This is an optimization exercise on Yosys and OpenROAD, whose aim is small area, a short achievable clock period and few clock cycles per item, not a production implementation.
In this exercise RTL edits were held to simulation tests only and were not proved equivalent to the original.
Power is estimated from default activity; no workload was simulated.

==> inputs of job 1441 <==
Design rv32i_integer_execute, start of the top module:
module rv32i_integer_execute (
  input  logic        clk_i,
  input  logic        rst_ni,
  input  logic        instr_valid_i,
  output logic        instr_ready_o,
  input  logic [31:0] instr_data_i,
  input  logic        cfg_valid_i,
  output logic        cfg_ready_o,
  input  logic [31:0] cfg_data_i,
  output logic        result_valid_o,
  input  logic        result_ready_i,
  output logic [31:0] result_next_pc_o,
  output logic        result_reg_write_o,
  output logic [4:0]  result_dest_index_o,
  output logic [31:0] result_dest_value_o,
  output logic        result_exec_status_o
);
export LEC_CHECK = 0
export CAP_MARGIN = 20
export CORE_MARGIN = 2
export CORE_UTILIZATION = 40
export SETUP_SLACK_MARGIN = 3
export SLEW_MARGIN = 20
create_clock -name core_clock -period 6.5 [get_ports {clk_i}]
run.sh (not shown) runs the stock make flow with config.mk's settings and CLKGATE_MAP_FILE= SYNTH_SCRIPT=/design/flow/synth_recipe.tcl, a recipe that flattens the netlist after the stock synthesis.
==> job 1363: changes against job 1441 <==
--- a/flow/design.v
+++ b/flow/design.v
@@ -40,14 +40,17 @@
     end
   end
 endmodule
 module rvx_exec (
   input  logic [31:0] pc_i,
   input  logic [31:0] a_i,
   input  logic [31:0] b_i,
+  input  logic [31:0] fwd_i,       
+  input  logic        fwd_a_i,
+  input  logic        fwd_b_i,
   input  logic [31:0] imm_pc_i,    
   input  logic        sub_i,
   input  logic        sh_left_i,
   input  logic        sh_arith_i,
   input  logic        sel_add_i,
   input  logic        sel_slt_i,
   input  logic        sel_sltu_i,
@@ -64,16 +67,16 @@
   output logic [31:0] val_o,
   output logic [31:0] next_pc_o
 );
   logic [31:0] a, b, bx, sum, pc4, tgt, sh_in, sh_out, sh_rev;
   logic [32:0] sum33;
   logic        lt, ltu, eq, take, cond;
   logic signed [32:0] sh_ext;
-  assign a  = a_i;
-  assign b  = b_i;
+  assign a  = fwd_a_i ? fwd_i : a_i;
+  assign b  = fwd_b_i ? fwd_i : b_i;
   assign bx = b ^ {32{sub_i}};
   assign sum33 = {1'b0, a} + {1'b0, bx} + {32'd0, sub_i};
   assign sum   = sum33[31:0];
   assign ltu   = !sum33[32];
   assign lt    = (a[31] ^ b[31]) ? a[31] : sum[31];
   assign eq    = (a == b);
   always_comb begin
@@ -184,27 +187,29 @@
     .rdata1_o  (rf1),
     .rdata2_o  (rf2)
   );
   assign byp1 = (rs1 == dest_q) && (dest_q != 5'd0);
   assign byp2 = (rs2 == dest_q) && (dest_q != 5'd0);
   assign rd1  = byp1 ? res_q : rf1;
   assign rd2  = byp2 ? res_q : rf2;
-  logic [31:0] a_q, b_q, imm_pc_q, val, next_pc, pc_q;
+  logic [31:0] a_q, b_q, imm_pc_q;
   logic [4:0]  x_rd_q;
-  logic        x_wr_q, x_bad_q, sub_q, sh_left_q, sh_arith_q;
+  logic        x_wr_q, x_bad_q, fwd_a_q, fwd_b_q, sub_q, sh_left_q, sh_arith_q;
   logic        sel_add_q, sel_slt_q, sel_sltu_q, sel_sh_q, sel_xor_q, sel_or_q, sel_and_q;
   logic        sel_pc4_q, sel_tgt_q, is_br_q, is_jal_q, is_jalr_q;
   logic [2:0]  br_fn_q;
   logic        fwd_hit1, fwd_hit2;
   assign fwd_hit1 = x_valid_q && x_wr_q && (x_rd_q == rs1);
   assign fwd_hit2 = x_valid_q && x_wr_q && (x_rd_q == rs2);
   always_ff @(posedge clk_i) begin
     if (accept) begin
-      a_q        <= (fwd_hit1 && !lui) ? val : lui ? 32'd0 : rd1;
-      b_q        <= (fwd_hit2 && (op || br)) ? val : (op || br) ? rd2 : lui ? imm_u : imm_i;
+      a_q        <= lui ? 32'd0 : rd1;
+      b_q        <= (op || br) ? rd2 : lui ? imm_u : imm_i;
+      fwd_a_q    <= fwd_hit1 && !lui;
+      fwd_b_q    <= fwd_hit2 && (op || br);
       imm_pc_q   <= imm_pc;
       x_rd_q     <= wr ? rd : 5'd0;
       x_wr_q     <= wr;
       x_bad_q    <= bad;
       sub_q      <= br || (alu && fn3[2:1] == 2'b01) || (op && f7_alt && fn3 == 3'd0);
       sh_left_q  <= !fn3[2];
       sh_arith_q <= fn7[5];
@@ -219,18 +224,22 @@
       sel_tgt_q  <= wr && auipc;
       is_br_q    <= br && !bad;
       br_fn_q    <= fn3;
       is_jal_q   <= jal;
       is_jalr_q  <= jalr && !bad;
     end
   end
+  logic [31:0] val, next_pc, pc_q;
   rvx_exec u_exec (
     .pc_i       (pc_q),
     .a_i        (a_q),
     .b_i        (b_q),
+    .fwd_i      (res_q),
+    .fwd_a_i    (fwd_a_q),
+    .fwd_b_i    (fwd_b_q),
     .imm_pc_i   (imm_pc_q),
     .sub_i      (sub_q),
     .sh_left_i  (sh_left_q),
     .sh_arith_i (sh_arith_q),
     .sel_add_i  (sel_add_q),
     .sel_slt_i  (sel_slt_q),
     .sel_sltu_i (sel_sltu_q),
SETUP_SLACK_MARGIN = default   (was 3)
==> impl_metrics.yaml <==
critical_path:
  crit_arrival_ns: 6.65
  cpMostUsedCell: "buf_4"
  required_ns: 7.15
yosys:
  synth_area_um2: 59670
  synth-edff-count: 1148
sta:
  fin_crit_ns: 5.997
placed_design:
  dp_hpwl_um: 184400
  dp_cells: 6658
finish:
  buf_share_pct: 5.288
  multi_input_area_share_pct: 33.28
  buffers: 410
  clockBufferCount: 155
power:
  power_switching_mw: 7.209
grt:
  grt.met3_usage_pct: 16.52
  met2_usage_pct: 55.78
die:
  die_h_um: 390.2
drt:
  met3_length_um: 48880
  num_vias: 52578
run_status:
  status: "no timing/DRC/antenna violations"
clock_network:
  cts_resized: 0
# the run above: job 1363

==> impl_metrics.yaml <==
run_status:
  status: "no timing/DRC/antenna violations"
grt:
  met2_usage_pct: 57.99
  grt.met3_usage_pct: 18.82
finish:
  buf_share_pct: 9.080
  clockBufferCount: 154
  multi_input_area_share_pct: 33.37
  buffers: 671
placed_design:
  dp_cells: 6655
  dp_hpwl_um: 196900
critical_path:
  required_ns: 7.21
  cpMostUsedCell: "buf_12"
  crit_arrival_ns: 4.83
die:
  die_h_um: 390.2
power:
  power_switching_mw: 7.317
drt:
  met3_length_um: 56080
  num_vias: 55235
yosys:
  synth_area_um2: 59670
# the run above: job 1441

Testbench counts of job 1441, summed over its fixed seeds: cycles 32,016, items 32,000.
Testbench counts of job 1363, summed over its fixed seeds: cycles 32,016, items 32,000.

[what the ideal ports hide]
No port has a modelled driver above. Below, the same layouts with a new extraction and two added sets of constraints. Step 1 sets driving cells, clkbuf_16 on the clock port and buf_2 on the other inputs (assumed; they add their load-dependent delay and slew). Step 2, shift: input delay + t, output delay - t, t = (earliest + latest rising clock arrival at the registers) / 2. This alone moves slack from input paths to output paths. a / b / c = ideal ports / drivers / drivers and shift; a / b = the first two.
| run | t, ns | setup slack, ns | worst hold slack (ns) | worst setup path after step 2 |
|---|---|---|---|---|
| job 1441 | 0.887 | 2.381 / 2.381 / 1.849 | 0.433 / 0.417 / 0.433 | input to register |
| job 1363 | 0.867 | 0.503 / 0.503 / 0.503 | 0.432 / 0.432 / 0.432 | register to register |
After both steps every run listed still meets setup and hold. The setup slack of job 1441, which loses most, moves by 0.000 ns with the drivers and by -0.532 ns with both steps.
